This design comes from an exercise in tuning for small area, a short achievable clock period and few clock cycles per item on the open sky130 flow, not from production work. At most, simulation tests tie the RTL to the original design; equivalence was not proved. Function not checked in run 1: the RTL went through the layout flow alone. Power is estimated from default activity; no workload was simulated.

[flow/config.mk]
export PLATFORM = sky130hd
export DESIGN_NAME = timing_wheel_scheduler
export DESIGN_NICKNAME = timing_wheel_scheduler
export VERILOG_FILES = /design/flow/design.v
export SDC_FILE = /design/flow/constraint.sdc
export NUM_CORES = 4
export LEC_CHECK = 0
export ABC_CLOCK_PERIOD_IN_PS = 3500
export CAP_MARGIN = 20
export CORE_MARGIN = 2
export CORE_UTILIZATION = 55
export SETUP_SLACK_MARGIN = 4
export SLEW_MARGIN = 20
export TNS_END_PERCENT = 100
[flow/constraint.sdc]
create_clock -name core_clock -period 8.0 [get_ports {clk_i}]
set_input_delay 1.6000 -clock core_clock [delete_from_list [all_inputs] [get_ports {clk_i}]]
set_output_delay 1.6000 -clock core_clock [all_outputs]
set_load 0.01 [all_outputs]
[flow/design.v]
`timescale 1ns / 1ps
`default_nettype none
package tws_pkg;
  localparam logic [1:0] KIND_ADD    = 2'd0;
  localparam logic [1:0] KIND_REMOVE = 2'd1;
  localparam logic [1:0] KIND_TICK   = 2'd2;
  localparam logic [1:0] KIND_NONE   = 2'd3;
  localparam logic [2:0] ST_ADDED    = 3'd0;
  localparam logic [2:0] ST_REJECTED = 3'd1;
  localparam logic [2:0] ST_REMOVED  = 3'd2;
  localparam logic [2:0] ST_EXPIRED  = 3'd3;
  localparam logic [2:0] ST_DONE     = 3'd4;
  localparam int unsigned DelayW  = 24;
  localparam int unsigned PeriodW = 16;
  localparam int unsigned IdW     = 5;
  localparam int unsigned QW      = 23;
  localparam int unsigned NTimers = 32;
endpackage
`default_nettype wire
`timescale 1ns / 1ps
`default_nettype none
module tws_front #(
  parameter int unsigned B = 2    
) (
  input  wire logic                         clk_i,
  input  wire logic                         rst_ni,
  input  wire logic                         load_i,
  input  wire logic [tws_pkg::QW-1:0]       ld_d_i,
  input  wire logic [tws_pkg::IdW-1:0]      ld_id_i,
  input  wire logic                         ld_n_i,
  input  wire logic [15:0]                  pn_i,
  input  wire logic [17:0]                  pn3_i,
  input  wire logic [3:0]                   pz_i,
  input  wire logic                         tick_i,
  output logic                              busy_o,
  output logic                              can_load_o,
  output logic                              tick_ok_o,
  output logic [tws_pkg::IdW-1:0]           id_o,
  output logic                              wv_o,
  output logic [tws_pkg::IdW-1:0]           wid_o,
  output logic [tws_pkg::QW-1:0]            wq_o,
  output logic [4:0]                        wn_o
);
  localparam int unsigned QW = tws_pkg::QW;
  logic                 dv_q;
  logic [4:0]           dj_q;
  logic [15:0]          rem_q;
  logic [7:0]           str_q;
  logic [QW-1:0]        quo_q;
  logic [tws_pkg::IdW-1:0] id_q;
  logic [4:0]           n_q;
  logic                 qnz_q;
  logic fin;
  assign fin        = dv_q && (dj_q <= 5'(B));
  assign can_load_o = !dv_q || fin;
  assign busy_o     = dv_q;
  assign id_o       = id_q;
  logic pow_gt_n;
  always_comb begin
    if (dj_q >= 5'd5) pow_gt_n = 1'b1;
    else pow_gt_n = (6'd1 << dj_q) > {1'b0, n_q};
  end
  assign tick_ok_o = !dv_q || (qnz_q && pow_gt_n);
  logic [15:0]   rem_n;
  logic [7:0]    str_n;
  logic [QW-1:0] quo_n;
  logic          qnz_n;
  always_comb begin
    logic [17:0] trial;
    logic [18:0] d1, d2, d3;
    trial = {rem_q, str_q[7:6]};
    d1 = {1'b0, trial} - {3'b0, pn_i};
    d2 = {1'b0, trial} - {2'b0, pn_i, 1'b0};
    d3 = {1'b0, trial} - {1'b0, pn3_i};
    rem_n = rem_q;
    str_n = str_q;
    quo_n = quo_q;
    qnz_n = qnz_q;
    if (dj_q >= 5'd2) begin
      str_n = {str_q[5:0], 2'b00};
      if (!d3[18]) begin
        rem_n = d3[15:0]; quo_n = {quo_q[QW-3:0], 2'd3};
      end else if (!d2[18]) begin
        rem_n = d2[15:0]; quo_n = {quo_q[QW-3:0], 2'd2};
      end else if (!d1[18]) begin
        rem_n = d1[15:0]; quo_n = {quo_q[QW-3:0], 2'd1};
      end else begin
        rem_n = trial[15:0]; quo_n = {quo_q[QW-3:0], 2'd0};
      end
      qnz_n = qnz_q || !d1[18];
    end else if (dj_q == 5'd1) begin
      str_n = {str_q[6:0], 1'b0};
      if (!d2[18]) begin
        rem_n = d2[16:1]; quo_n = {quo_q[QW-2:0], 1'b1}; qnz_n = 1'b1;
      end else begin
        rem_n = trial[16:1]; quo_n = {quo_q[QW-2:0], 1'b0};
      end
    end
  end
  logic [4:0]    lz;
  logic [QW-1:0] xn;
  logic [5:0] k0p;
  always_comb begin
    lz = 5'd23;
    for (int i = 0; i < QW; i++) if (ld_d_i[i]) lz = 5'(QW - 1 - i);
    xn = ld_d_i << lz;
    k0p = 6'd8 + {2'b0, pz_i};
  end
  always_ff @(posedge clk_i or negedge rst_ni) begin
    if (!rst_ni) begin
      dv_q <= 1'b0;
      wv_o <= 1'b0;
    end else begin
      if (load_i) dv_q <= 1'b1;
      else if (fin) dv_q <= 1'b0;
      wv_o <= fin;
    end
  end
  always_ff @(posedge clk_i) begin
    if (fin) begin
      wid_o <= id_q;
      wq_o  <= quo_n;
      wn_o  <= n_q + 5'(tick_i);
    end
    if (load_i) begin
      rem_q <= {1'b0, xn[QW-1:8]};
      str_q <= xn[7:0];
      quo_q <= '0;
      qnz_q <= k0p >= {1'b0, lz} + 6'd2 + 6'(ld_n_i);
      dj_q  <= (k0p > {1'b0, lz}) ? 5'(k0p - {1'b0, lz}) : 5'd0;
      id_q  <= ld_id_i;
      n_q   <= 5'(ld_n_i);
    end else if (dv_q) begin
      rem_q <= rem_n;
      str_q <= str_n;
      quo_q <= quo_n;
      qnz_q <= qnz_n;
      dj_q  <= (dj_q > 5'(B)) ? dj_q - 5'(B) : 5'd0;
      n_q   <= n_q + 5'(tick_i);
    end
  end
endmodule
`default_nettype wire
`timescale 1ns / 1ps
`default_nettype none
module tws_back (
  input  wire logic                            clk_i,
  input  wire logic                            we_i,
  input  wire logic [tws_pkg::IdW-1:0]         wid_i,
  input  wire logic [tws_pkg::QW-1:0]          wdata_i,
  input  wire logic [tws_pkg::QW-1:0]          tick_i,
  output logic      [tws_pkg::NTimers-1:0]     match_o
);
  logic [tws_pkg::NTimers-1:0][tws_pkg::QW-1:0] exp_q;
  always_ff @(posedge clk_i) begin
    for (int i = 0; i < tws_pkg::NTimers; i++)
      if (we_i && wid_i == tws_pkg::IdW'(i)) exp_q[i] <= wdata_i;
  end
  always_comb begin
    for (int i = 0; i < tws_pkg::NTimers; i++) match_o[i] = (exp_q[i] == tick_i);
  end
endmodule
`default_nettype wire
`timescale 1ns / 1ps
`default_nettype none
module timing_wheel_scheduler #(
  parameter int unsigned WHEEL_SLOTS = 64,
  parameter int unsigned MAX_TIMERS  = 32
) (
  input  wire logic                        clk_i,
  input  wire logic                        rst_ni,
  input  wire logic                        push,
  output logic                             full,
  input  wire logic [1:0]                  kind_i,
  input  wire logic [tws_pkg::IdW-1:0]     timer_id_i,
  input  wire logic signed [tws_pkg::DelayW-1:0] delay_ms_i,
  output logic                             empty,
  input  wire logic                        pop,
  output logic [2:0]                       status_o,
  output logic [tws_pkg::IdW-1:0]          expired_id_o,
  output logic                             last_o,
  input  wire logic                        cfg_valid_i,
  output logic                             cfg_ready_o,
  input  wire logic [tws_pkg::PeriodW-1:0] cfg_data_i
);
  localparam int unsigned QW = tws_pkg::QW;
  localparam int unsigned NT = tws_pkg::NTimers;
  localparam int unsigned IW = tws_pkg::IdW;
  assign cfg_ready_o = 1'b1;
  logic          a_v, b_v;
  logic [1:0]    a_kind, b_kind;
  logic [IW-1:0] a_id, b_id;
  logic [23:0]   a_d, b_d;
  logic          a_take;
  logic          p_dirty_q;
  assign full = b_v || p_dirty_q;
  logic acc;
  assign acc = push && !full;
  always_ff @(posedge clk_i or negedge rst_ni) begin
    if (!rst_ni) begin
      a_v <= 1'b0;
      b_v <= 1'b0;
    end else begin
      if (a_take || !a_v) begin
        a_v <= b_v || acc;
        b_v <= 1'b0;
      end else if (acc) begin
        b_v <= 1'b1;
      end
    end
  end
  always_ff @(posedge clk_i) begin
    if (a_take || !a_v) begin
      if (b_v) begin
        a_kind <= b_kind; a_id <= b_id; a_d <= b_d;
      end else begin
        a_kind <= kind_i; a_id <= timer_id_i; a_d <= delay_ms_i;
      end
    end
    if (!b_v) begin
      b_kind <= kind_i; b_id <= timer_id_i; b_d <= delay_ms_i;
    end
  end
  logic [15:0] p_q, pn_q;
  logic [17:0] pn3_q;           
  logic        pn_rdy_q;
  logic [3:0]  pz_q;
  logic        inflight;
  logic        w_v;
  logic        div_busy;
  assign inflight = a_v || b_v || w_v || div_busy;
  always_ff @(posedge clk_i or negedge rst_ni) begin
    if (!rst_ni) begin
      p_q       <= 16'd10;
      pn_q      <= 16'hA000;
      pz_q      <= 4'd12;
      pn_rdy_q  <= 1'b1;
      p_dirty_q <= 1'b0;
    end else begin
      if (cfg_valid_i) p_q <= cfg_data_i;
      p_dirty_q <= cfg_valid_i || (p_dirty_q && inflight);
      pn_rdy_q <= pn_q[15] && !(p_dirty_q && !inflight);
      if (p_dirty_q && !inflight) begin
        pn_q <= (p_q == 16'd0) ? 16'd1 : p_q;
        pz_q <= 4'd0;
      end else if (!pn_q[15]) begin
        pn_q <= {pn_q[14:0], 1'b0};
        pz_q <= pz_q + 4'd1;
      end
    end
  end
  logic [NT-1:0]  active_q;
  logic [QW-1:0]  t_q;
  logic           tick_v;       
  logic           h_v, s_v;
  logic [2:0]     h_st, s_st;
  logic [IW-1:0]  h_id, s_id;
  logic [QW-1:0]  w_d;
  logic [IW-1:0]  w_id;
  logic           w_ge;         
  logic           w_t;          
  logic          div_can_load, div_tick_ok, div_load;
  logic [IW-1:0] div_id;
  logic          wv;
  logic [IW-1:0] wid;
  logic [QW-1:0] wq;
  logic [4:0]    wn;
  logic          tick_take, tick_done;
  logic [QW-1:0] ld_d;
  logic [IW-1:0] ld_id;
  logic [NT-1:0] match;
  tws_back u_back (
    .clk_i,
    .we_i    (wv),
    .wid_i   (wid),
    .wdata_i (t_q - QW'(wn) + wq),
    .tick_i  (t_q),
    .match_o (match)
  );
  tws_front #(.B(2)) u_front (
    .clk_i, .rst_ni,
    .load_i     (div_load),
    .ld_d_i     (ld_d),
    .ld_id_i    (ld_id),
    .ld_n_i     (w_v && (w_t || tick_done)),
    .pn_i       (pn_q),
    .pn3_i      (pn3_q),
    .pz_i       (pz_q),
    .tick_i     (tick_done),
    .busy_o     (div_busy),
    .can_load_o (div_can_load),
    .tick_ok_o  (div_tick_ok),
    .id_o       (div_id),
    .wv_o       (wv),
    .wid_o      (wid),
    .wq_o       (wq),
    .wn_o       (wn)
  );
  logic can_emit;
  assign can_emit = !s_v;
  logic a_add, a_rem, a_tick, a_none, add_ok, add_go, tick_ok, ld_ok;
  assign a_add  = a_kind == tws_pkg::KIND_ADD;
  assign a_rem  = a_kind == tws_pkg::KIND_REMOVE;
  assign a_tick = a_kind == tws_pkg::KIND_TICK;
  assign a_none = a_kind == tws_pkg::KIND_NONE;
  assign add_ok = !a_d[23] && !active_q[a_id];
  assign ld_ok  = div_can_load && pn_rdy_q;
  assign add_go = !w_v || ld_ok;
  assign tick_ok = (!w_v || (w_ge && !w_t)) && div_tick_ok;
  assign a_take = a_v && !tick_v &&
                  (a_none || (can_emit && (a_rem || (a_add && (!add_ok || add_go)) ||
                                           (a_tick && tick_ok))));
  assign tick_take = a_take && a_tick;
  logic [NT-1:0] a_onehot;
  assign a_onehot = NT'(1) << a_id;
  logic add_take;
  assign add_take = a_take && a_add && add_ok;
  assign div_load = ld_ok && (w_v || add_take);
  assign ld_d     = w_v ? w_d : a_d[QW-1:0];
  assign ld_id    = w_v ? w_id : a_id;
  logic w_in;
  assign w_in = add_take && (w_v || !ld_ok);
  logic [QW-1:0] hi_mask;
  always_comb begin
    for (int i = 0; i < QW; i++) hi_mask[i] = (5'(i) + {1'b0, pz_q}) >= 5'd16;
  end
  logic [NT-1:0] hits, pend_mask, wr_hit;
  always_comb begin
    pend_mask = '0;
    wr_hit    = '0;
    if (div_busy) pend_mask[div_id] = 1'b1;
    if (w_v) pend_mask[w_id] = 1'b1;
    if (wv) begin
      pend_mask[wid] = 1'b1;
      wr_hit[wid]    = (wq == QW'(wn)) && !(div_busy && div_id == wid) &&
                       !(w_v && w_id == wid);
    end
    hits = active_q & ((match & ~pend_mask) | wr_hit);
  end
  logic [NT-1:0] pe_low;
  logic [IW-1:0] pe_idx;
  logic          pe_any;
  always_comb begin
    pe_any = |hits;
    pe_idx = '0;
    for (int i = NT - 1; i >= 0; i--) if (hits[i]) pe_idx = IW'(i);
    pe_low = hits & ~(hits - NT'(1));
  end
  assign tick_done = (tick_v ? can_emit : tick_take) && !pe_any;
  logic          em_v;
  logic [2:0]    em_st;
  logic [IW-1:0] em_id;
  always_comb begin
    em_v  = 1'b0;
    em_st = tws_pkg::ST_DONE;
    em_id = '0;
    if (tick_v) begin
      em_v = can_emit;
      if (pe_any) begin em_st = tws_pkg::ST_EXPIRED; em_id = pe_idx; end
    end else if (a_take && !a_none) begin
      em_v = 1'b1;
      if (a_rem) em_st = tws_pkg::ST_REMOVED;
      else if (a_add) em_st = add_ok ? tws_pkg::ST_ADDED : tws_pkg::ST_REJECTED;
      else if (pe_any) begin em_st = tws_pkg::ST_EXPIRED; em_id = pe_idx; end
    end
  end
  always_ff @(posedge clk_i or negedge rst_ni) begin
    if (!rst_ni) begin
      active_q <= '0;
      t_q      <= '0;
      tick_v   <= 1'b0;
      w_v      <= 1'b0;
      h_v      <= 1'b0;
      s_v      <= 1'b0;
    end else begin
      if (tick_done) t_q <= t_q + QW'(1);
      if (tick_v ? can_emit : tick_take) begin
        active_q <= active_q & ~pe_low;
        tick_v   <= pe_any;
      end else if (add_take) begin
        active_q <= active_q | a_onehot;
      end else if (a_take && a_rem) begin
        active_q <= active_q & ~a_onehot;
      end
      if (w_in) w_v <= 1'b1;
      else if (div_load && w_v) w_v <= 1'b0;
      if (!h_v || pop) begin
        h_v <= s_v || em_v;
        s_v <= 1'b0;
      end else if (em_v) begin
        s_v <= 1'b1;
      end
    end
  end
  always_ff @(posedge clk_i) begin
    pn3_q <= {2'b0, pn_q} + {1'b0, pn_q, 1'b0};
    if (w_in) w_t <= 1'b0;
    else if (tick_done) w_t <= 1'b1;
    if (w_in) begin
      w_d  <= a_d[QW-1:0];
      w_id <= a_id;
      w_ge <= |(a_d[QW-1:0] & hi_mask);
    end
    if (!h_v || pop) begin
      if (s_v) begin h_st <= s_st; h_id <= s_id; end
      else begin h_st <= em_st; h_id <= em_id; end
    end
    if (!s_v) begin s_st <= em_st; s_id <= em_id; end
  end
  assign empty        = !h_v;
  assign status_o     = h_st;
  assign expired_id_o = h_id;
  assign last_o       = h_st != tws_pkg::ST_EXPIRED;
endmodule
`default_nettype wire
[flow/run.sh]
#!/bin/bash
# synth_recipe.tcl (not shown) runs the flow's synth.tcl, then flattens the netlist and writes it again
# the make line also repeats each setting of config.mk as NAME=value (left out here)
make -C /OpenROAD-flow-scripts/flow DESIGN_CONFIG=/design/flow/config.mk WORK_HOME=/design/flow/orfs CLKGATE_MAP_FILE= SYNTH_SCRIPT=/design/flow/synth_recipe.tcl finish
==> run summary, run 1 <==
* Setup Crit Path Kind: reg2reg
* Leak pwr at 23.6 nW
* Seq cells post-synth at 1059
* CP cell instances: buf_4, buf_4, o21ai_1, nand3b_1, nand2b_1, o2111ai_4, mux2i_1, buf_4, nor4_4, nand3_2, nor3_4, and3_4, o21a_1, ha_2, ha_1, nand2b_4, a21oi_4, nor2b_4, o21ai_1, nand2b_1, a21oi_2, a21oi_1
* Port Buffers at 62
* Worst hold path type: reg2reg
* CP max FO at 5
* Avg Inst Size Synth at 11.7 um^2
* Hold-fix buffers at CTS at 0
* Fin util at 66.8%
* Starting Density at 55.6%
* H-tree Lvls at 3
* Num CTS Buffers at 110
* Clock slew seen by the registers of the worst setup and hold paths at 60 ps
* Peak supply drop at 573 uV
* Post-DRT Antenna Nets at 0
* WL final at 212 mm
* RSZ-0062 raised after global routing: true
* Yosys Warn Count at 3
* Min Clock Period, post-route at 5020 ps
* Fin crit share at 62.7%
* Full die area at 104000 um^2
* Post-synthesis cell type with the largest combined area: edfxtp_1
* Die height at 323 um
* Slew margin rel. at 10.0%
* Non-filler cells, final at 6571
* Setup_tns at 0 ps
* Largest net degree at the start of global routing at 65
* Row cnt at 116
* CP max-delay cell: edfxtp_1
* Critical path's largest stage delay at 440 ps
* Clock root buffer: clkbuf_16
* Clk_skew at 34.3 ps
* Syn Nets at 4964
* Worst-margin pin slew at 1350 ps
* # nets final at 5329
* Ratio of cells with drive above 1 in the final layout at 19.4%
* First-pass DRT Iterations at 5
* Detailed-route via count at 43500
* First-pass GRT wire length at 291 mm
* DIE WIDTH at 323 um
* Worst Setup Start Kind: register
* Final Hold Vio Count at 0
* CP delay by family, top: simple AND/OR/NAND/NOR gates
* Mapped Cells at 4757
* Clock buffer depth at 3
* CTS tree: done
* Top FF cell, synth: edfxtp_1
* HPWL Detailed at 131 mm
* Clock Latency Late Sink at 720 ps
* Seq/Total Area, Yosys at 54.5%
* Synth area leaders: edfxtp_1 47%, xnor2_1 8.4%, xor2_1 5.1%
* Worst Path Required at 8440 ps
* Synth cell types at 110
* DP Worst Slack at 2150 ps
* Critical path's most frequent cell: buf_4
* Gr usage total at 39.5%
* Share of the synthesized area in the top cell type at 46.9%
* Worst EP arrival at 5460 ps
* Status: finished clean
* Vias in the first global route at 40200
* Initial antenna violation count at 14
* Pins over their slew limit at 0
* Final setup viols at 0
* Placed Cells incl. Taps at 6093
* Via density per instance at 6.61
* Crit path buffers/inverters at 3
* Iter 0 DRT Violations at 6277
* Gr ovfl total at 0
* Layout area overhead at 20.1%
* Mapped Area at 55800 um^2
* Core area at 100000 um^2
* Wire length per cell at 32.3 um
* Post-synth EDFFs at 872
* Max Fclk at 199 MHz
* FFs w/ async S/R, synth at 9.54%
* Drt drc at 0
* GPL Wtd Cong at 1.08
* Fin worst setup slack at 2980 ps
* Clk sinks at 1059
* PwrDens at 335 nW/um^2
* Critical Path End Type: register
* I/O pin cnt at 64
* Max Cap Violations at 0
==> synthesized netlist by cell type (10+ instances only) <==
| cell type | n |
|---|---|
| mux4_2 | 15 |
| dfxtp_1 | 86 |
| o211ai_1 | 17 |
| nand4b_1 | 20 |
| or3_1 | 27 |
| nand3_1 | 87 |
| buf_6 | 10 |
| o21ai_0 | 120 |
| nor2b_1 | 33 |
| mux2i_1 | 98 |
| nand2_1 | 280 |
| buf_2 | 90 |
| nand2b_1 | 39 |
| ha_1 | 145 |
| and3_1 | 31 |
| nor4_1 | 179 |
| mux2_2 | 57 |
| o22ai_1 | 84 |
| nor4b_1 | 10 |
| nand4_1 | 222 |
| clkbuf_1 | 64 |
| nor2_1 | 326 |
| dfrtp_1 | 94 |
| xor2_1 | 325 |
| nor3_1 | 80 |
| edfxtp_1 | 872 |
| inv_1 | 187 |
| and2_1 | 14 |
| fa_1 | 10 |
| o2111ai_1 | 15 |
| a211oi_1 | 47 |
| o21a_1 | 20 |
| a21o_1 | 20 |
| nand3b_1 | 14 |
| a21oi_1 | 133 |
| o21bai_1 | 13 |
| or2_2 | 13 |
| buf_4 | 33 |
| o32ai_1 | 19 |
| xnor2_1 | 533 |
| a31oi_1 | 66 |
| nor3b_1 | 13 |
| or4_1 | 19 |
==> worst reg2reg max path: cells and delay by family (launching register included) <==
kind / cells / cell delay [ps]
flip-flops: 1 / 440
AND/OR/NAND/NOR: 9 / 2030
buffers and inverters: 3 / 480
AO/OA/AOI/OAI: 7 / 1140
adder cells (fa/ha/maj): 2 / 540
multiplexers: 1 / 110
==> per-layer routing <==
metal / wire [um] / vias to the layer above / global-route usage, %
met1: 84700 / 21600 / 56.7
li1: - / 18400 / -
met2: 88700 / 2895 / 57.0
met5: 55 / - / 0
met4: 11000 / 8 / 17.3
met3: 27600 / 571 / 9.52
==> layout by cell type, fill, tap and decap left out, drive strengths merged, types with 48 or more instances in the layout <==
cell type / n
nand2: 281
a31oi: 66
xor2: 326
nand3: 90
nor2: 327
clkbuf: 154
dfxtp: 86
buf: 377
nor4: 184
edfxtp: 872
nand4: 222
mux2: 57
dfrtp: 94
o22ai: 84
a21oi: 134
nor3: 82
inv: 189
mux2i: 98
a211oi: 48
clkdlybuf4s50: 61
o21ai: 127
xnor2: 533
ha: 145
clkinv: 49
==> cells by family after synthesis <==
group	after synthesis	synth area share [%]
other	1	0.00672
AOI/OAI and AO/OA	666	7.84
adders and majority gates	156	3.63
xor gates and xnor gates	859	13.5
muxes	170	3.51
buffers and inverters	394	3.21
and+or+nand+nor	1452	13.8
DFF	1059	54.5
==> layout make-up <==
| type | count | area (um^2) |
|---|---|---|
| Tap cell | 1357 | 1700 |
| Multi-Input combinational cell | 3309 | 25800 |
| Clock inverter | 55 | 443 |
| Sequential cell | 1059 | 30500 |
| Timing Repair inverter | 1 | 5.00 |
| Timing Repair Buffer | 449 | 4780 |
| Fill cell | 7546 | 33200 |
| Antenna cell | 5 | 12.5 |
| Inverter | 192 | 764 |
| Clock buffer | 144 | 3060 |
==> registers in the layout, indices dropped and copies added (netlist names), 8 cells and up, named ones only <==
register and cells:
u_front.wq_o 23, u_front.str_q 8, u_back.exp_q 736, u_front.rem_q 16, w_d 23, pn3_q 18, pn_q 16, a_d 24
u_front.quo_q 23, p_q 16, b_d 24, t_q 23
==> metrics by stage <==
step	hold slack (ps)	cell area [um^2]	total power, mW
2_1_floorplan	412	56100	12.9
3_3_place_gp	433	58500	15.9
6_report	463	67000	22.5
5_1_grt	484	67000	23.3
4_1_cts	459	65100	21.7
3_5_place_dp	434	58600	16.0
==> repair_timing <==
action / 4_1_cts / 5_1_grt
setup endpoints to repair: 768 / 597
gates resized for setup: 263 / 195
setup buffers: 161 / 84
gates cloned: 11 / 18
pin swaps: 48 / 71
==> power breakdown <==
group	switching, mW	internal, mW
Sequential	0.674	7.21
Combinational	6.06	3.45
Clock	2.19	2.87
Total	8.93	13.5
==> worst paths after layout <==
path / startpoint / endpoint / slack, ps / cells after the start
worst max-delay path: w_id[1] / u_front.qnz_q / 2980 / 22
worst min-delay path: s_id[1] / s_id[1] / 460 / 2
worst max register to register: w_id[1] / u_front.qnz_q / 2980 / 22
worst min register to register: s_id[1] / s_id[1] / 460 / 2
max in group asynchronous: rst_ni / w_v / 5630 / 2
min in group asynchronous: rst_ni / p_q[10] / 940 / 1
==> inputs of run 2 (changes only) <==
--- a/flow/design.v
+++ b/flow/design.v
@@ -33,2 +33,3 @@
   input  wire logic [3:0]                   pz_i,
+  input  wire logic                         p_one_i,    
   input  wire logic                         tick_i,
@@ -37,2 +38,3 @@
   output logic                              tick_ok_o,
+  output logic                              zero_hit_o,
   output logic [tws_pkg::IdW-1:0]           id_o,
@@ -62,3 +64,4 @@
   end
-  assign tick_ok_o = !dv_q || (qnz_q && pow_gt_n);
+  assign zero_hit_o = dv_q && (dj_q == 5'd0) && (quo_q == QW'(n_q));
+  assign tick_ok_o  = !dv_q || (dj_q == 5'd0) || (qnz_q && pow_gt_n);
   logic [15:0]   rem_n;
@@ -127,5 +130,5 @@
       str_q <= xn[7:0];
-      quo_q <= '0;
-      qnz_q <= k0p >= {1'b0, lz} + 6'd2 + 6'(ld_n_i);
-      dj_q  <= (k0p > {1'b0, lz}) ? 5'(k0p - {1'b0, lz}) : 5'd0;
+      quo_q <= p_one_i ? ld_d_i : '0;
+      qnz_q <= ld_n_i ? (k0p >= {1'b0, lz} + 6'd3) : (k0p >= {1'b0, lz} + 6'd2);
+      dj_q  <= (k0p > {1'b0, lz} && !p_one_i) ? 5'(k0p - {1'b0, lz}) : 5'd0;
       id_q  <= ld_id_i;
@@ -254,2 +257,3 @@
   logic           tick_v;       
+  logic [NT-1:0]  exp_q;        
   logic           h_v, s_v;
@@ -261,3 +265,3 @@
   logic           w_t;          
-  logic          div_can_load, div_tick_ok, div_load;
+  logic          div_can_load, div_tick_ok, div_load, div_zero_hit;
   logic [IW-1:0] div_id;
@@ -267,3 +271,3 @@
   logic [4:0]    wn;
-  logic          tick_take, tick_done;
+  logic          tick_take;
   logic [QW-1:0] ld_d;
@@ -284,3 +288,3 @@
     .ld_id_i    (ld_id),
-    .ld_n_i     (w_v && (w_t || tick_done)),
+    .ld_n_i     (w_v && (w_t || tick_take)),
     .pn_i       (pn_q),
@@ -288,3 +292,4 @@
     .pz_i       (pz_q),
-    .tick_i     (tick_done),
+    .p_one_i    (pz_q == 4'd15 && pn_q == 16'h8000),
+    .tick_i     (tick_take),
     .busy_o     (div_busy),
@@ -292,2 +297,3 @@
     .tick_ok_o  (div_tick_ok),
+    .zero_hit_o (div_zero_hit),
     .id_o       (div_id),
@@ -326,3 +332,3 @@
   end
-  logic [NT-1:0] hits, pend_mask, wr_hit;
+  logic [NT-1:0] hits, pend_mask, wr_hit, dz_hit;
   always_comb begin
@@ -330,3 +336,7 @@
     wr_hit    = '0;
-    if (div_busy) pend_mask[div_id] = 1'b1;
+    dz_hit    = '0;
+    if (div_busy) begin
+      pend_mask[div_id] = 1'b1;
+      dz_hit[div_id]    = div_zero_hit && !(w_v && w_id == div_id);
+    end
     if (w_v) pend_mask[w_id] = 1'b1;
@@ -337,5 +347,5 @@
     end
-    hits = active_q & ((match & ~pend_mask) | wr_hit);
+    hits = active_q & ((match & ~pend_mask) | wr_hit | dz_hit);
   end
-  logic [NT-1:0] pe_low;
+  logic [NT-1:0] pe_in, pe_rest;
   logic [IW-1:0] pe_idx;
@@ -343,8 +353,8 @@
   always_comb begin
-    pe_any = |hits;
+    pe_in  = tick_v ? exp_q : hits;
+    pe_any = |pe_in;
     pe_idx = '0;
-    for (int i = NT - 1; i >= 0; i--) if (hits[i]) pe_idx = IW'(i);
-    pe_low = hits & ~(hits - NT'(1));
+    for (int i = NT - 1; i >= 0; i--) if (pe_in[i]) pe_idx = IW'(i);
+    pe_rest = pe_in & (pe_in - NT'(1));
   end
-  assign tick_done = (tick_v ? can_emit : tick_take) && !pe_any;
   logic          em_v;
@@ -375,5 +385,7 @@
     end else begin
-      if (tick_done) t_q <= t_q + QW'(1);
-      if (tick_v ? can_emit : tick_take) begin
-        active_q <= active_q & ~pe_low;
+      if (tick_v) begin
+        if (can_emit && !pe_any) tick_v <= 1'b0;
+      end else if (tick_take) begin
+        t_q      <= t_q + QW'(1);
+        active_q <= active_q & ~hits;
         tick_v   <= pe_any;
@@ -397,3 +409,4 @@
     if (w_in) w_t <= 1'b0;
-    else if (tick_done) w_t <= 1'b1;
+    else if (tick_take) w_t <= 1'b1;
+    if (tick_v ? can_emit : tick_take) exp_q <= pe_rest;
     if (w_in) begin
==> run summary, run 2 <==
* Status: finished clean
* Worst EP arrival at 4730 ps
* Post-synthesis cell type with the largest combined area: edfxtp_1
* Post-DRT Antenna Nets at 0
* Gr ovfl total at 0
* RSZ-0062 raised after global routing: true
* Final setup viols at 0
* GPL Wtd Cong at 0.967
* H-tree Lvls at 3
* Slew margin rel. at 21.8%
* HPWL Detailed at 111 mm
* First-pass GRT wire length at 263 mm
* Row cnt at 117
* FFs w/ async S/R, synth at 9.27%
* Min Clock Period, post-route at 4280 ps
* Layout area overhead at 20.7%
* Wire length per cell at 29.4 um
* Top post-synthesis cells by count: 926 x edfxtp_1, 461 x xnor2_1, 411 x xor2_1
* Top FF cell, synth: edfxtp_1
* Clk sinks at 1090
* Hold path depth at 2
* Share of the synthesized area in the top cell type at 49.3%
* DIE WIDTH at 324 um
* Seq/Total Area, Yosys at 56.1%
* Clock root buffer: clkbuf_16
* Synth area leaders: edfxtp_1 49%, xnor2_1 7.2%, xor2_1 6.4%
* Fin crit share at 53.5%
* WL final at 189 mm
* Yosys Warn Count at 3
* Max reg flops at 736
* PwrDens at 352 nW/um^2
* Initial antenna violation count at 7
* Leak pwr at 24.6 nW
* Vias in the first global route at 37700
* Port Buffers at 62
* Mapped Cells at 4623
* Setup Crit Path Kind: reg2reg
* Die height at 324 um
* Gr usage total at 34.9%
* Largest net degree at the start of global routing at 74
* Seq cells post-synth at 1090
* Max Cap Violations at 0
* Avg Inst Size Synth at 12.2 um^2
* Largest registers: u_back.exp_q: 736 flops, exp_q: 31 flops
* Hold_sp: s_id[1]
* Post-synth EDFFs at 926
* Full die area at 105000 um^2
* Worst flop-to-flop path startpoint: u_front.wid_o[2]
* # nets final at 5190
* Worst hold path type: reg2reg
* Critical Path End Type: register
* CTS tree: done
* Most frequent cell after synthesis: edfxtp_1
* Final Hold Vio Count at 0
* Hold-fix buffers at CTS at 0
* Worst Setup Start Kind: register
* Most frequent cells in the layout: 926 x edfxtp_1, 443 x xnor2_1, 405 x xor2_1
* First-pass DRT Iterations at 6
* Drt drc at 0
* Commonest non-fill, non-tap cell in the layout: edfxtp_1
* R2R cell count at 14
* Clk_skew at 41.4 ps
* Iter 0 DRT Violations at 5298
* Worst setup path startpoint: u_front.wid_o[2]
* Placed Area at 59000 um^2
* Synth cell types at 109
* Syn Nets at 4842
* Via density per instance at 6.31
* I/O pin cnt at 64
* Num CTS Buffers at 110
* Final Instance Area at 68000 um^2
* Setup_tns at 0 ps
* Clock buffer depth at 3
* Clock Latency Late Sink at 730 ps
* Largest register by flop count: u_back.exp_q
* Pins over their slew limit at 0
* Worst-margin pin slew at 1170 ps
* Mapped Area at 56400 um^2
* Starting Density at 55.4%
* Peak supply drop at 360 uV
* Detailed-route via count at 40600
* CP max FO at 5
* Ratio of cells with drive above 1 in the final layout at 21.3%
* Clock slew seen by the registers of the worst setup and hold paths at 70 ps
* Worst Path Required at 8450 ps
* Max Fclk at 234 MHz
* Core area at 102000 um^2
## run 2: cell count changes after synthesis, moves of 35 or more
cell,delta
nand4_1,-104
nor2_1,-102
xor2_1,+86
xnor2_1,-72
nor4_1,-57
edfxtp_1,+54
o22ai_1,-47
a31oi_1,-37
o31ai_1,+36
a21oi_1,+35
## run 2: where the power goes
| group | total (mW) | switching, mW | internal, mW |
|---|---|---|---|
| sequential | 8.40 | 0.703 | 7.70 |
| combinational | 10.3 | 6.50 | 3.84 |
| clock | 5.22 | 2.28 | 2.94 |
## run 2: through the flow
stage / total power [mW] / cells / worst slack [ps] / util, % / hold slack [ps]
after floorplan: 14.0 / 4623 / 3780 / - / 421
after global placement: 17.2 / 5921 / 2410 / 58.0 / 443
after detailed placement: 17.2 / 5921 / 2330 / 58.0 / 459
after CTS: 23.1 / 6312 / 3860 / 64.9 / 473
after global routing: 24.9 / 6433 / 3700 / 66.9 / 488
final: 24.0 / 6434 / 3720 / 66.9 / 471
## run 2: layout make-up
type | instances | area (um^2)
repair inverters | 3 | 21.3
inverters | 186 | 733
well taps | 1368 | 1710
fillers | 7529 | 33700
repair buffers | 458 | 4870
multi-input cells | 3122 | 25400
clock inverters | 71 | 756
flip-flops and latches | 1090 | 31700
clock buffers | 135 | 2870
diodes | 1 | 2.50
## run 2: cell families (layout without fill, tap and decap cells)
group	Yosys count	count (layout)	synth area share (%)
mux	204	204	4.07
buf+inv	412	853	3.07
flops	1090	1090	56.1
simple gates	1165	1166	10.8
fa+ha+maj	168	168	3.87
compound gates	710	710	8.47
other cells	1	2	0.00665
xor+xnor	873	873	13.6
## run 2: final timing paths
path / to / slack, ps
max reg2reg: exp_q[25] / 3720
min reg2reg: s_id[1] / 470
max: exp_q[25] / 3720
max in group asynchronous: w_v / 5510
min in group asynchronous: p_q[12] / 950
min: s_id[1] / 470
## run 2: per-layer routing
metal / part of all wire, % / vias up / global-route usage (%)
met3: 8.9 / 501 / 5.40
met1: 40 / 20300 / 47.5
met2: 46 / 2124 / 55.4
met4: 5.5 / 4 / 15.9
li1: - / 17700 / -
met5: 0.012 / - / 0
## run 2: worst max-delay path, stage by stage (launching register included)
cell	delay [ps]
edfxtp_1	470
or2_4	310
nor2_4	150
ha_4	190
buf_4	130
buf_12	100
nand3_4	110
o211ai_1	690
o32ai_2	270
o21a_2	330
nor4b_4	350
nand4_4	180
buf_12	170
nor3_1	400
a21boi_0	170
## run 2: what timing repair did
item                       CTS  global route
gates resized for setup    321           171
setup endpoints to repair  699           485
setup buffers              171           107
pin swaps                   66            80
gates cloned                14            14
Testbench counts of run 2, summed over its fixed seeds: cycles 3,711, items 3,200.
==> inputs of run 3 (changes only) <==
--- a/flow/design.v
+++ b/flow/design.v
@@ -21,5 +21,3 @@
 `default_nettype none
-module tws_front #(
-  parameter int unsigned B = 2    
-) (
+module tws_front (
   input  wire logic                         clk_i,
@@ -30,2 +28,4 @@
   input  wire logic                         ld_n_i,
+  input  wire logic                         ld_dead_i,
+  input  wire logic                         kill_i,
   input  wire logic [15:0]                  pn_i,
@@ -35,3 +35,4 @@
   input  wire logic                         tick_i,
-  output logic                              busy_o,
+  input  wire logic [tws_pkg::QW-1:0]       t_i,
+  output logic                              busy_o,     
   output logic                              can_load_o,
@@ -40,9 +41,10 @@
   output logic [tws_pkg::IdW-1:0]           id_o,
-  output logic                              wv_o,
+  output logic                              wv_o,       
   output logic [tws_pkg::IdW-1:0]           wid_o,
   output logic [tws_pkg::QW-1:0]            wq_o,
-  output logic [4:0]                        wn_o
+  output logic [4:0]                        wn_o,
+  output logic [tws_pkg::QW-1:0]            wbase_o
 );
   localparam int unsigned QW = tws_pkg::QW;
-  logic                 dv_q;
+  logic                 dv_q, dead_q;
   logic [4:0]           dj_q;
@@ -54,7 +56,9 @@
   logic                 qnz_q;
+  logic                 wv_q, wdead_q;
   logic fin;
-  assign fin        = dv_q && (dj_q <= 5'(B));
+  assign fin        = dv_q && (dj_q <= 5'd2);
   assign can_load_o = !dv_q || fin;
-  assign busy_o     = dv_q;
+  assign busy_o     = dv_q && !dead_q;
   assign id_o       = id_q;
+  assign wv_o       = wv_q && !wdead_q;
   logic pow_gt_n;
@@ -64,4 +68,4 @@
   end
-  assign zero_hit_o = dv_q && (dj_q == 5'd0) && (quo_q == QW'(n_q));
-  assign tick_ok_o  = !dv_q || (dj_q == 5'd0) || (qnz_q && pow_gt_n);
+  assign zero_hit_o = busy_o && (dj_q == 5'd0) && (quo_q == QW'(n_q));
+  assign tick_ok_o  = !busy_o || (dj_q == 5'd0) || (qnz_q && pow_gt_n);
   logic [15:0]   rem_n;
@@ -104,3 +108,3 @@
   logic [QW-1:0] xn;
-  logic [5:0] k0p;
+  logic [5:0]    k0p;
   always_comb begin
@@ -114,3 +118,3 @@
       dv_q <= 1'b0;
-      wv_o <= 1'b0;
+      wv_q <= 1'b0;
     end else begin
@@ -118,3 +122,3 @@
       else if (fin) dv_q <= 1'b0;
-      wv_o <= fin;
+      wv_q <= fin;
     end
@@ -123,21 +127,25 @@
     if (fin) begin
-      wid_o <= id_q;
-      wq_o  <= quo_n;
-      wn_o  <= n_q + 5'(tick_i);
+      wdead_q <= dead_q || kill_i;
+      wid_o   <= id_q;
+      wq_o    <= quo_n;
+      wn_o    <= n_q + 5'(tick_i);
+      wbase_o <= t_i - QW'(n_q);
     end
     if (load_i) begin
-      rem_q <= {1'b0, xn[QW-1:8]};
-      str_q <= xn[7:0];
-      quo_q <= p_one_i ? ld_d_i : '0;
-      qnz_q <= ld_n_i ? (k0p >= {1'b0, lz} + 6'd3) : (k0p >= {1'b0, lz} + 6'd2);
-      dj_q  <= (k0p > {1'b0, lz} && !p_one_i) ? 5'(k0p - {1'b0, lz}) : 5'd0;
-      id_q  <= ld_id_i;
-      n_q   <= 5'(ld_n_i);
+      rem_q  <= {1'b0, xn[QW-1:8]};
+      str_q  <= xn[7:0];
+      quo_q  <= p_one_i ? ld_d_i : '0;
+      qnz_q  <= ld_n_i ? (k0p >= {1'b0, lz} + 6'd3) : (k0p >= {1'b0, lz} + 6'd2);
+      dj_q   <= (k0p > {1'b0, lz} && !p_one_i && !ld_dead_i) ? 5'(k0p - {1'b0, lz}) : 5'd0;
+      id_q   <= ld_id_i;
+      n_q    <= 5'(ld_n_i);
+      dead_q <= ld_dead_i;
     end else if (dv_q) begin
-      rem_q <= rem_n;
-      str_q <= str_n;
-      quo_q <= quo_n;
-      qnz_q <= qnz_n;
-      dj_q  <= (dj_q > 5'(B)) ? dj_q - 5'(B) : 5'd0;
-      n_q   <= n_q + 5'(tick_i);
+      rem_q  <= rem_n;
+      str_q  <= str_n;
+      quo_q  <= quo_n;
+      qnz_q  <= qnz_n;
+      dj_q   <= (dj_q > 5'd2) ? dj_q - 5'd2 : 5'd0;
+      n_q    <= n_q + 5'(tick_i);
+      dead_q <= dead_q || kill_i;
     end
@@ -263,4 +271,7 @@
   logic [IW-1:0]  w_id;
+  logic           w_dead;       
   logic           w_ge;         
   logic           w_t;          
+  logic           w_live;
+  assign w_live = w_v && !w_dead;
   logic          div_can_load, div_tick_ok, div_load, div_zero_hit;
@@ -269,3 +280,3 @@
   logic [IW-1:0] wid;
-  logic [QW-1:0] wq;
+  logic [QW-1:0] wq, wbase;
   logic [4:0]    wn;
@@ -274,2 +285,3 @@
   logic [IW-1:0] ld_id;
+  logic          ld_dead, div_kill;
   logic [NT-1:0] match;
@@ -279,3 +291,3 @@
     .wid_i   (wid),
-    .wdata_i (t_q - QW'(wn) + wq),
+    .wdata_i (wbase + wq),
     .tick_i  (t_q),
@@ -283,3 +295,3 @@
   );
-  tws_front #(.B(2)) u_front (
+  tws_front u_front (
     .clk_i, .rst_ni,
@@ -288,3 +300,5 @@
     .ld_id_i    (ld_id),
-    .ld_n_i     (w_v && (w_t || tick_take)),
+    .ld_n_i     (w_live && (w_t || tick_take)),
+    .ld_dead_i  (ld_dead),
+    .kill_i     (div_kill),
     .pn_i       (pn_q),
@@ -294,2 +308,3 @@
     .tick_i     (tick_take),
+    .t_i        (t_q),
     .busy_o     (div_busy),
@@ -302,3 +317,4 @@
     .wq_o       (wq),
-    .wn_o       (wn)
+    .wn_o       (wn),
+    .wbase_o    (wbase)
   );
@@ -306,3 +322,3 @@
   assign can_emit = !s_v;
-  logic a_add, a_rem, a_tick, a_none, add_ok, add_go, tick_ok, ld_ok;
+  logic a_add, a_rem, a_tick, a_none, a_neg, a_act, add_go, tick_ok, ld_ok;
   assign a_add  = a_kind == tws_pkg::KIND_ADD;
@@ -311,8 +327,9 @@
   assign a_none = a_kind == tws_pkg::KIND_NONE;
-  assign add_ok = !a_d[23] && !active_q[a_id];
+  assign a_neg  = a_d[23];
+  assign a_act  = active_q[a_id];
   assign ld_ok  = div_can_load && pn_rdy_q;
-  assign add_go = !w_v || ld_ok;
-  assign tick_ok = (!w_v || (w_ge && !w_t)) && div_tick_ok;
+  assign add_go = !w_live || ld_ok;
+  assign tick_ok = (!w_live || (w_ge && !w_t)) && div_tick_ok;
   assign a_take = a_v && !tick_v &&
-                  (a_none || (can_emit && (a_rem || (a_add && (!add_ok || add_go)) ||
+                  (a_none || (can_emit && (a_rem || (a_add && (a_neg || add_go)) ||
                                            (a_tick && tick_ok))));
@@ -320,10 +337,15 @@
   logic [NT-1:0] a_onehot;
-  assign a_onehot = NT'(1) << a_id;
-  logic add_take;
-  assign add_take = a_take && a_add && add_ok;
-  assign div_load = ld_ok && (w_v || add_take);
-  assign ld_d     = w_v ? w_d : a_d[QW-1:0];
-  assign ld_id    = w_v ? w_id : a_id;
+  always_comb begin
+    for (int i = 0; i < NT; i++) a_onehot[i] = a_id == IW'(i);
+  end
+  logic add_take, live_take;
+  assign add_take  = a_take && a_add && !a_neg;    
+  assign live_take = add_take && !a_act;           
+  assign div_load = ld_ok && (w_live || add_take);
+  assign ld_d     = w_live ? w_d : a_d[QW-1:0];
+  assign ld_id    = w_live ? w_id : a_id;
+  assign ld_dead  = w_live ? (live_take && a_id == w_id) : a_act;
+  assign div_kill = live_take && a_id == div_id;
   logic w_in;
-  assign w_in = add_take && (w_v || !ld_ok);
+  assign w_in = add_take && (w_live || !ld_ok);
   logic [QW-1:0] hi_mask;
@@ -334,14 +356,7 @@
   always_comb begin
-    pend_mask = '0;
-    wr_hit    = '0;
-    dz_hit    = '0;
-    if (div_busy) begin
-      pend_mask[div_id] = 1'b1;
-      dz_hit[div_id]    = div_zero_hit && !(w_v && w_id == div_id);
-    end
-    if (w_v) pend_mask[w_id] = 1'b1;
-    if (wv) begin
-      pend_mask[wid] = 1'b1;
-      wr_hit[wid]    = (wq == QW'(wn)) && !(div_busy && div_id == wid) &&
-                       !(w_v && w_id == wid);
+    for (int i = 0; i < NT; i++) begin
+      pend_mask[i] = (div_busy && div_id == IW'(i)) || (w_live && w_id == IW'(i)) ||
+                     (wv && wid == IW'(i));
+      dz_hit[i]    = div_zero_hit && div_id == IW'(i);
+      wr_hit[i]    = wv && wid == IW'(i) && wq == QW'(wn);
     end
@@ -349,3 +364,3 @@
   end
-  logic [NT-1:0] pe_in, pe_rest;
+  logic [NT-1:0] pe_in, exp_rest;
   logic [IW-1:0] pe_idx;
@@ -353,3 +368,4 @@
   always_comb begin
-    pe_in  = tick_v ? exp_q : hits;
+    exp_rest = exp_q & (exp_q - NT'(1));
+    pe_in  = tick_v ? exp_rest : hits;
     pe_any = |pe_in;
@@ -357,3 +373,2 @@
     for (int i = NT - 1; i >= 0; i--) if (pe_in[i]) pe_idx = IW'(i);
-    pe_rest = pe_in & (pe_in - NT'(1));
   end
@@ -372,3 +387,3 @@
       if (a_rem) em_st = tws_pkg::ST_REMOVED;
-      else if (a_add) em_st = add_ok ? tws_pkg::ST_ADDED : tws_pkg::ST_REJECTED;
+      else if (a_add) em_st = (a_neg || a_act) ? tws_pkg::ST_REJECTED : tws_pkg::ST_ADDED;
       else if (pe_any) begin em_st = tws_pkg::ST_EXPIRED; em_id = pe_idx; end
@@ -397,3 +412,3 @@
       if (w_in) w_v <= 1'b1;
-      else if (div_load && w_v) w_v <= 1'b0;
+      else if (w_dead || div_load) w_v <= 1'b0;
       if (!h_v || pop) begin
@@ -410,7 +425,8 @@
     else if (tick_take) w_t <= 1'b1;
-    if (tick_v ? can_emit : tick_take) exp_q <= pe_rest;
+    if (tick_v ? can_emit : tick_take) exp_q <= tick_v ? exp_rest : hits;
     if (w_in) begin
-      w_d  <= a_d[QW-1:0];
-      w_id <= a_id;
-      w_ge <= |(a_d[QW-1:0] & hi_mask);
+      w_d    <= a_d[QW-1:0];
+      w_id   <= a_id;
+      w_ge   <= |(a_d[QW-1:0] & hi_mask);
+      w_dead <= a_act;
     end
==> run summary, run 3 <==
* Via density per instance at 6.34
* Ant diodes at 0
* Worst-margin pin slew at 1080 ps
* Worst Setup Start Kind: register
* Worst flop-to-flop path startpoint: w_dead
* Wire length per cell at 29.4 um
* Largest net degree at the start of global routing at 64
* First-pass DRT Iterations at 6
* R2R cell count at 12
* RSZ-0062 raised after global routing: true
* Port Buffers at 62
* Setup Crit Path Kind: reg2reg
* Peak supply drop at 283 uV
* Drt drc at 0
* Clock Latency Late Sink at 760 ps
* CP cell instances: buf_4, and3b_4, nand2_1, o2111ai_1, o21bai_1, a22oi_2, o21ai_0, nor2_1, nand4_1, or4_4, and3_4, a22o_1
* Mapped Cells at 4540
* Max reg flops at 736
* CP max-delay cell: or4_4
* HPWL Detailed at 113 mm
* Clk_skew at 69.0 ps
* Placed Area at 58800 um^2
* Worst Path Required at 8450 ps
* Top post-synthesis cells by count: 953 x edfxtp_1, 566 x xnor2_1, 310 x xor2_1
* GPL Wtd Cong at 0.922
* Clock slew seen by the registers of the worst setup and hold paths at 60 ps
* Pins over their slew limit at 0
* Critical Path End Type: register
* Die height at 323 um
* Hold path depth at 1
* Slew margin rel. at 27.8%
* CTS tree: done
* DIE WIDTH at 323 um
* Post-synthesis cell type with the largest combined area: edfxtp_1
* Most frequent cells in the layout: 953 x edfxtp_1, 550 x xnor2_1, 306 x xor2_1
* Largest register by flop count: u_back.exp_q
* Starting Density at 55.6%
* Worst Hold Slack at 460 ps
* Initial antenna violation count at 10
* Largest registers: u_back.exp_q: 736 flops, exp_q: 32 flops
* # nets final at 4957
* RR Endpoint: h_id[2]
* Gr usage total at 34.7%
* Post-synth EDFFs at 953
* Most frequent cell after synthesis: edfxtp_1
* Layout area overhead at 16.5%
* Top FF cell, synth: edfxtp_1
* Synth area leaders: edfxtp_1 51%, xnor2_1 8.9%, xor2_1 4.9%
* Synth cell types at 99
* FILL cells at 7759
* Fin crit share at 52.6%
* Commonest non-fill, non-tap cell in the layout: edfxtp_1
* Final setup viols at 0
* Max Cap Violations at 0
* Mapped Area at 55900 um^2
* Clock root buffer: clkbuf_16
* H-tree Lvls at 3
* R2R setup slack at 3790 ps
* Status: finished clean
* Worst setup path startpoint: w_dead
* Setup_tns at 0 ps
* Seq cells post-synth at 1117
* Total Power at 22.0 mW
* Yosys Warn Count at 3
* Seq/Total Area, Yosys at 58.0%
* CP max FO at 8
* Full die area at 104000 um^2
* Iter 0 DRT Violations at 4682
* Row cnt at 116
* Hold path endpoint: s_st[2]
* PwrDens at 338 nW/um^2
* CP delay by family, top: simple AND/OR/NAND/NOR gates
* WL final at 183 mm
* Hold_sp: s_st[2]
* Crit path buffers/inverters at 1
* Min Clock Period, post-route at 4210 ps
* Syn Nets at 4732
* Hold-fix buffers at CTS at 0
* Detailed-route via count at 39500
* First-pass GRT wire length at 259 mm
* I/O pin cnt at 64
* Ratio of cells with drive above 1 in the final layout at 16.4%
* Worst EP arrival at 4650 ps
* Final Hold Vio Count at 0
* Vias in the first global route at 36600
* Post-DRT Antenna Nets at 0
* Share of the synthesized area in the top cell type at 51.2%
* Gr ovfl total at 0
* Clock buffer depth at 3
* Worst hold path type: reg2reg
* Leak pwr at 22.8 nW
* Avg Inst Size Synth at 12.3 um^2
* Max Fclk at 238 MHz
* Final Instance Area at 65100 um^2
* FFs w/ async S/R, synth at 9.04%
* Clk sinks at 1117
* Critical path's largest stage delay at 610 ps
* Core area at 100000 um^2
* Num CTS Buffers at 117
-- run 3: worst max-delay path by stage --
stage,endpoint,cells after the start
floorplan,u_front.qnz_q,20
global route,h_id[2],12
global placement,t_q[22],16
detailed placement,t_q[22],16
finish,h_id[2],12
CTS,h_id[2],11
-- run 3: cell families after synthesis --
logic type | after synthesis | synth area share (%)
AO/OA/AOI/OAI | 696 | 8.17
XOR/XNOR | 876 | 13.7
adder cells (fa/ha/maj) | 141 | 3.26
buffers and inverters | 342 | 2.42
flip-flops | 1117 | 58.0
multiplexers | 178 | 3.56
other | 1 | 0.00671
AND/OR/NAND/NOR | 1189 | 10.8
-- run 3: cell type report --
class / count / area (um^2) / share of cell area, %
Timing Repair Buffer: 320 / 3030 / 4.65
Timing Repair inverter: 4 / 23.8 / 0.0365
Sequential cell: 1117 / 32500 / 49.9
Clock inverter: 73 / 661 / 1.01
Multi-Input combinational cell: 3082 / 23600 / 36.2
Tap cell: 1357 / 1700 / 2.61
Inverter: 123 / 524 / 0.805
Clock buffer: 148 / 3090 / 4.75
-- run 3: what timing repair did --
action,4_1_cts,5_1_grt
resized for setup,186,110
gates cloned,7,1
pin swaps,23,33
setup endpoints to repair,332,330
buffers inserted,79,45
-- run 3: through the flow --
| stage | utilization, % | instances | setup WS (ps) |
|---|---|---|---|
| after floorplan | - | 4540 | 3670 |
| after global placement | 58.6 | 5871 | 2240 |
| after detailed placement | 58.6 | 5871 | 2210 |
| after CTS | 63.9 | 6178 | 3830 |
| after global routing | 64.8 | 6224 | 3700 |
| final | 64.8 | 6224 | 3790 |
-- run 3: where the power goes --
part	internal (mW)	switching, mW	total (mW)
Combinational	3.14	5.29	8.43
Clock	3.00	2.37	5.37
Sequential	7.47	0.758	8.23
Total	13.6	8.41	22.0
-- run 3: layer usage --
metal,vias to the layer above,routed length [um],GRT usage (%)
met5,-,0,0
met4,0,6910,12.2
met3,335,17600,5.80
met2,2023,79600,51.7
met1,19800,79000,51.6
li1,17300,-,-
Testbench counts of run 3, summed over its fixed seeds: cycles 3,713, items 3,200.
==> inputs of run 4 (changes only) <==
--- a/flow/config.mk
+++ b/flow/config.mk
@@ -10,3 +10,6 @@
 export CORE_MARGIN = 2
-export CORE_UTILIZATION = 55
+export CORE_UTILIZATION = 70
+export CTS_BUF_LIST = sky130_fd_sc_hd__clkbuf_16
+export CTS_CLUSTER_DIAMETER = 70
+export CTS_CLUSTER_SIZE = 24
 export SETUP_SLACK_MARGIN = 4
==> run summary, run 4 <==
* Status: finished clean
* Synth cell types at 99
* Hold path depth at 1
* WL final at 171 mm
* Core area at 79000 um^2
* GPL Wtd Cong at 1.01
* Yosys Warn Count at 3
* Vias in the first global route at 37300
* Top FF cell, synth: edfxtp_1
* HPWL Detailed at 108 mm
* Clk_skew at 37.7 ps
* Max Cap Violations at 0
* Worst flop-to-flop path startpoint: w_dead
* Avg Inst Size Synth at 12.3 um^2
* PwrDens at 314 nW/um^2
* Commonest non-fill, non-tap cell in the layout: edfxtp_1
* FFs w/ async S/R, synth at 9.04%
* Drt drc at 0
* Worst hold path type: reg2reg
* Final setup viols at 0
* Row cnt at 103
* Share of the synthesized area in the top cell type at 51.2%
* Clk sinks at 1117
* Largest net degree at the start of global routing at 64
* Clock buffer depth at 3
* Post-synthesis mux area share at 3.56%
* CP max-delay cell: or4_4
* Largest register by flop count: u_back.exp_q
* Gr ovfl total at 0
* CTS tree: done
* Critical path's largest stage delay at 610 ps
* Ant diodes at 0
* Syn Nets at 4732
* Clock root buffer: clkbuf_16
* Critical Path End Type: register
* Initial antenna violation count at 9
* Via density per instance at 6.84
* Wire length per cell at 29.6 um
* Setup Crit Path Kind: reg2reg
* Worst Setup Start Kind: register
* Seq cells post-synth at 1117
* Max Fclk at 240 MHz
* Largest family of logic cells by synthesized area: XOR/XNOR gates
* Clock slew seen by the registers of the worst setup and hold paths at 100 ps
* RSZ-0062 raised after global routing: true
* R2R cell count at 12
* Hold-fix buffers at CTS at 0
* Post-synthesis cell type with the largest combined area: edfxtp_1
* Leak pwr at 21.9 nW
* Die height at 287 um
* Gr usage total at 41.2%
* # nets final at 4882
* CP delay by family, top: simple AND/OR/NAND/NOR gates
* Synth area leaders: edfxtp_1 51%, xnor2_1 8.9%, xor2_1 4.9%
* Final Hold Vio Count at 0
* CP cell instances: buf_4, and3b_2, nand2_1, o2111ai_1, o21bai_1, a22oi_2, o21ai_0, nor2_1, nand4_1, or4_4, and3_4, a22o_1
* Worst Path Required at 8430 ps
* Port Buffers at 62
* I/O pin cnt at 64
* Post-synthesis compound-gate area fraction at 8.17%
* Ratio of cells with drive above 1 in the final layout at 14.3%
* Peak supply drop at 245 uV
* Largest registers: u_back.exp_q: 736 flops, exp_q: 32 flops
* Full die area at 82100 um^2
* Post-DRT Antenna Nets at 0
* Layout area overhead at 11.9%
* Adder and majority gate portion of the synthesized area at 3.26%
* Worst EP arrival at 4600 ps
* Most frequent cell after synthesis: edfxtp_1
* Mapped Cells at 4540
* Pins over their slew limit at 0
* H-tree Lvls at 2
* RR Endpoint: h_id[2]
* XOR/XNOR share of the synthesized area at 13.7%
* Most frequent cells in the layout: 953 x edfxtp_1, 550 x xnor2_1, 306 x xor2_1
* Starting Density at 70.7%
* First-pass GRT wire length at 245 mm
* Fin crit share at 52.1%
* Min Clock Period, post-route at 4170 ps
* CP max FO at 8
* First-pass DRT Iterations at 6
* Max reg flops at 736
* Slew margin rel. at 29.3%
* Hold_sp: s_st[2]
* Simple-gate share of the synthesized area at 10.8%
* Detailed-route via count at 39600
* R2R setup slack at 3830 ps
* Iter 0 DRT Violations at 5800
* Worst Hold Slack at 468 ps
* Worst-margin pin slew at 1060 ps
* Num CTS Buffers at 57
* Top post-synthesis cells by count: 953 x edfxtp_1, 566 x xnor2_1, 310 x xor2_1
* Clock Latency Late Sink at 710 ps
* Setup_tns at 0 ps
* Seq/Total Area, Yosys at 58.0%
* Post-synth EDFFs at 953
* Hold path endpoint: s_st[2]
* DIE WIDTH at 287 um
* Mapped Area at 55900 um^2
* Crit path buffers/inverters at 1
==> run 4: cell types whose count changed in the layout (fill, tap and decap cells not counted), moves of 9 or more <==
cell,delta
clkbuf_16,-56
inv_1,+34
clkinv_1,-28
clkbuf_1,-26
clkinv_2,-22
buf_4,-14
mux2i_1,+9
mux2i_2,-9
==> run 4: cell type report <==
type	count	area (um^2)
Sequential cell	1117	32500
Multi-Input combinational cell	3083	23500
Fill cell	4774	16500
Timing Repair Buffer	304	2910
Clock buffer	58	1450
Tap cell	1050	1310
Inverter	123	497
Clock inverter	49	342
Timing Repair inverter	4	21.3
==> run 4: power by group <==
group	switching [mW]	total, mW	internal (mW)
sequential	0.724	8.18	7.45
clock	1.92	3.32	1.40
combinational	5.08	8.11	3.03
total	7.72	19.6	11.9
==> run 4: how the worst max path moves through the flow <==
stage,startpoint,endpoint,slack (ps),cells past startpoint
after global placement,u_front.dj_q[4],h_id[4],2710,16
after CTS,exp_q[1],h_id[2],3820,11
after global routing,exp_q[21],h_id[2],3770,11
final,w_dead,h_id[2],3830,12
after detailed placement,u_front.dj_q[1],h_id[4],2420,16
after floorplan,w_dead,u_front.qnz_q,3670,20
==> run 4: cells by family after synthesis <==
| kind of cell | Yosys count |
|---|---|
| other | 1 |
| buffers and inverters | 342 |
| XOR/XNOR | 876 |
| adder cells (fa/ha/maj) | 141 |
| AO/OA/AOI/OAI | 696 |
| flip-flops | 1117 |
| multiplexers | 178 |
| AND/OR/NAND/NOR | 1189 |
==> run 4: worst reg2reg max path, delay by kind of cell, from the launching register on <==
family,cells,cell delay (ps)
AO/OA/AOI/OAI,5,1420
buffers and inverters,1,190
flip-flops,1,480
AND/OR/NAND/NOR,6,1840
==> run 4: through the flow <==
step	std cells	util, %	worst slack, ps	area, um^2	power, mW
2_1_floorplan	4540	-	3670	56000	13.1
3_3_place_gp	5557	73.8	2710	58300	15.4
3_5_place_dp	5557	73.9	2420	58300	15.6
4_1_cts	5737	77.9	3820	61500	19.1
5_1_grt	5788	79.1	3770	62500	20.4
6_report	5788	79.1	3830	62500	19.6
==> run 4: metal layers <==
| metal | GRT usage, % | routed length, um |
|---|---|---|
| met1 | 57.2 | 62800 |
| met5 | 0 | 27 |
| met4 | 20.2 | 10200 |
| met2 | 60.8 | 74700 |
| met3 | 10.9 | 23500 |
==> run 4: what timing repair did <==
item / in CTS / in global routing
pin swaps: 16 / 43
gates cloned: 7 / 5
setup endpoints to repair: 319 / 332
resized for setup: 157 / 118
buffers inserted: 66 / 44
==> inputs of run 5 (changes only) <==
--- a/flow/design.v
+++ b/flow/design.v
@@ -26,2 +26,3 @@
   input  wire logic [tws_pkg::QW-1:0]       ld_d_i,
+  input  wire logic [4:0]                   ld_lz_i,    
   input  wire logic [tws_pkg::IdW-1:0]      ld_id_i,
@@ -56,2 +57,3 @@
   logic                 qnz_q;
+  logic                 zhit_q;     
   logic                 wv_q, wdead_q;
@@ -65,6 +67,12 @@
   always_comb begin
-    if (dj_q >= 5'd5) pow_gt_n = 1'b1;
-    else pow_gt_n = (6'd1 << dj_q) > {1'b0, n_q};
+    unique case (dj_q)
+      5'd0:    pow_gt_n = n_q == 5'd0;
+      5'd1:    pow_gt_n = n_q[4:1] == 4'd0;
+      5'd2:    pow_gt_n = n_q[4:2] == 3'd0;
+      5'd3:    pow_gt_n = n_q[4:3] == 2'd0;
+      5'd4:    pow_gt_n = !n_q[4];
+      default: pow_gt_n = 1'b1;
+    endcase
   end
-  assign zero_hit_o = busy_o && (dj_q == 5'd0) && (quo_q == QW'(n_q));
+  assign zero_hit_o = dv_q && zhit_q;
   assign tick_ok_o  = !busy_o || (dj_q == 5'd0) || (qnz_q && pow_gt_n);
@@ -108,8 +116,9 @@
   logic [QW-1:0] xn;
-  logic [5:0]    k0p;
+  logic [5:0]    k0p, k0p2, k0p3;
   always_comb begin
-    lz = 5'd23;
-    for (int i = 0; i < QW; i++) if (ld_d_i[i]) lz = 5'(QW - 1 - i);
-    xn = ld_d_i << lz;
-    k0p = 6'd8 + {2'b0, pz_i};
+    lz   = ld_lz_i;
+    xn   = ld_d_i << lz;
+    k0p  = 6'd8 + {2'b0, pz_i};
+    k0p2 = 6'd6 + {2'b0, pz_i};
+    k0p3 = 6'd5 + {2'b0, pz_i};
   end
@@ -137,3 +146,3 @@
       quo_q  <= p_one_i ? ld_d_i : '0;
-      qnz_q  <= ld_n_i ? (k0p >= {1'b0, lz} + 6'd3) : (k0p >= {1'b0, lz} + 6'd2);
+      qnz_q  <= ld_n_i ? ({1'b0, lz} <= k0p3) : ({1'b0, lz} <= k0p2);
       dj_q   <= (k0p > {1'b0, lz} && !p_one_i && !ld_dead_i) ? 5'(k0p - {1'b0, lz}) : 5'd0;
@@ -142,3 +151,6 @@
       dead_q <= ld_dead_i;
+      zhit_q <= !ld_dead_i && !ld_n_i && (p_one_i ? (ld_d_i == '0) : (k0p <= {1'b0, lz})) ||
+                !ld_dead_i && ld_n_i && p_one_i && (ld_d_i == QW'(1));
     end else if (dv_q) begin
+      zhit_q <= 1'b0;
       rem_q  <= rem_n;
@@ -270,2 +282,3 @@
   logic [QW-1:0]  w_d;
+  logic [4:0]     w_lz;         
   logic [IW-1:0]  w_id;
@@ -299,2 +312,3 @@
     .ld_d_i     (ld_d),
+    .ld_lz_i    (w_live ? w_lz : a_lz),
     .ld_id_i    (ld_id),
@@ -336,2 +350,4 @@
   assign tick_take = a_take && a_tick;
+  logic [QW-1:0] t_inc;
+  assign t_inc = t_q + QW'(1);
   logic [NT-1:0] a_onehot;
@@ -350,2 +366,7 @@
   assign w_in = add_take && (w_live || !ld_ok);
+  logic [4:0] a_lz;
+  always_comb begin
+    a_lz = 5'd23;
+    for (int i = 0; i < QW; i++) if (a_d[i]) a_lz = 5'(QW - 1 - i);
+  end
   logic [QW-1:0] hi_mask;
@@ -403,3 +424,3 @@
       end else if (tick_take) begin
-        t_q      <= t_q + QW'(1);
+        t_q      <= t_inc;
         active_q <= active_q & ~hits;
@@ -428,2 +449,3 @@
       w_d    <= a_d[QW-1:0];
+      w_lz   <= a_lz;
       w_id   <= a_id;
==> run summary, run 5 <==
* Worst EP arrival at 4650 ps
* Worst hold path type: reg2reg
* Yosys Warn Count at 3
* Leak pwr at 22.3 nW
* Slew margin rel. at 27.3%
* Gr usage total at 42.0%
* Largest register by flop count: u_back.exp_q
* Critical Path End Type: register
* # nets final at 4832
* Gr ovfl total at 0
* Routed length on met2 at 80.4 mm
* Status: finished clean
* Commonest non-fill, non-tap cell in the layout: edfxtp_1
* Top post-synthesis cells by count: 959 x edfxtp_1, 474 x xnor2_1, 399 x xor2_1
* Detailed-route via count at 39800
* Worst Path Required at 8460 ps
* Core area at 79000 um^2
* Avg Inst Size Synth at 12.4 um^2
* R2R cell count at 12
* Layout area overhead at 11.3%
* Via density per instance at 6.93
* Die height at 287 um
* CTS tree: done
* Setup_tns at 0 ps
* PwrDens at 308 nW/um^2
* WL final at 175 mm
* Row cnt at 103
* Final Hold Vio Count at 0
* H-tree Lvls at 2
* Port Buffers at 62
* Synth cell types at 91
* Peak supply drop at 322 uV
* Synth area leaders: edfxtp_1 51%, xnor2_1 7.4%, xor2_1 6.2%
* CP delay by family, top: simple AND/OR/NAND/NOR gates
* Mapped Area at 55900 um^2
* Post-synth EDFFs at 959
* Fin crit share at 52.4%
* Most frequent cell after synthesis: edfxtp_1
* Min Clock Period, post-route at 4190 ps
* Clock root buffer: clkbuf_16
* Most frequent cells in the layout: 959 x edfxtp_1, 459 x xnor2_1, 392 x xor2_1
* Largest net degree at the start of global routing at 70
* CP max FO at 12
* Max Fclk at 239 MHz
* GPL Wtd Cong at 0.957
* Clock buffer depth at 3
* Max reg flops at 736
* CP cell instances: nand2b_4, or2_4, nor2_4, buf_4, a21oi_1, o21ai_2, a31o_2, or4_1, or4_4, and2b_4, o22ai_1, mux2_4
* Stages on worst setup path at 12
* Mapped Cells at 4500
* DP Worst Slack at 3000 ps
* Wire length per cell at 30.4 um
* Syn Nets at 4686
* FFs w/ async S/R, synth at 8.99%
* Drt drc at 0
* Worst-margin pin slew at 1090 ps
* Starting Density at 70.8%
* Crit path buffers/inverters at 1
* Post-DRT Antenna Nets at 0
* M1 wire length at 58.3 mm
* Total Power at 19.2 mW
* Critical path's largest stage delay at 530 ps
* Max Cap Violations at 0
* Clk sinks at 1123
* Clock Latency Late Sink at 710 ps
* Max Used Layer: met4
* I/O pin cnt at 64
* Seq/Total Area, Yosys at 58.3%
* Clk_skew at 51.1 ps
* Top FF cell, synth: edfxtp_1
* Worst Setup Start Kind: register
==> run 5: cell types whose count changed after synthesis, moves of 20 or more <==
cell	change
buf_2	+21
nand2_1	-61
nand3_1	-20
nand4_1	-27
nor3_1	-20
nor4_1	+24
o211ai_1	-22
xnor2_1	-92
xor2_1	+89
==> run 5: kinds of logic (layout without fill, tap and decap cells) <==
family | count (synthesis) | after routing | synth area share, %
AOI/OAI and AO/OA | 706 | 709 | 8.27
xor gates and xnor gates | 873 | 873 | 13.7
adders and majority gates | 135 | 135 | 3.11
buffers and inverters | 350 | 525 | 2.45
DFF | 1123 | 1123 | 58.3
muxes | 201 | 202 | 4.01
other | 1 | 2 | 0.00670
and+or+nand+nor | 1111 | 1127 | 10.2
==> run 5: per-layer routing <==
| metal | global-route usage (%) | up-vias |
|---|---|---|
| met4 | 26.1 | 0 |
| li1 | - | 16900 |
| met2 | 67.3 | 2974 |
| met5 | 0 | - |
| met3 | 9.59 | 699 |
| met1 | 52.1 | 19200 |
==> run 5: timing repair <==
item | in CTS | in global routing
cloned | 17 | 4
gates resized for setup | 141 | 81
endpoints found under the setup margin | 225 | 257
buffers inserted | 65 | 59
hold buffers | 0 | 0
pin swaps | 28 | 15
==> run 5: power breakdown <==
part	total [mW]	internal, mW	switching [mW]
Sequential	8.03	7.37	0.652
Combinational	7.81	2.97	4.84
Clock	3.32	1.39	1.93
Total	19.2	11.7	7.42
==> run 5: worst register-to-register path: cells and delay by family (launching register included) <==
family,cells,cell delay [ps]
buffers and inverters,1,200
flip-flops,1,520
AND/OR/NAND/NOR,6,2080
AO/OA/AOI/OAI,4,830
multiplexers,1,300
==> run 5: worst paths after layout <==
check	slack, ps	endpoint	from
worst max register to register	3810	h_st[0]	u_front.wid_o[3]
worst min-delay path	470	s_id[3]	s_id[3]
worst max-delay path	3810	h_st[0]	u_front.wid_o[3]
max in group asynchronous	5560	t_q[3]	rst_ni
worst min register to register	470	s_id[3]	s_id[3]
min in group asynchronous	1040	p_q[2]	rst_ni
==> run 5: area by class of cell <==
cell class                 count  area (um^2)
clock inverter                50          334
fill                        4823        16700
inverter                     125          477
multi-input combinational   3047        23300
timing repair inverter         1         5.00
clock buffer                  58         1450
antenna                        1         2.50
tap                         1050         1310
sequential                  1123        32700
timing repair buffer         291         2720
==> run 5: metrics by stage <==
step	cell area [um^2]	hold WS, ps	instances	utilization (%)
after floorplan	56200	417	4500	-
after global placement	58300	448	5492	73.8
after detailed placement	58300	448	5492	73.8
after CTS	61400	472	5682	77.7
after global routing	62300	479	5745	78.8
final	62300	470	5746	78.8
Testbench counts of run 5, summed over its fixed seeds: cycles 3,713, items 3,200.

Re-timed with assumed drivers on the ports (clkbuf_16 on the clock, buf_2 on other inputs), run 5 has 3.808 ns of setup slack against 3.808 ns with ideal ports, and 3.808 ns once port delays also move by the mid clock arrival of 0.750 ns.
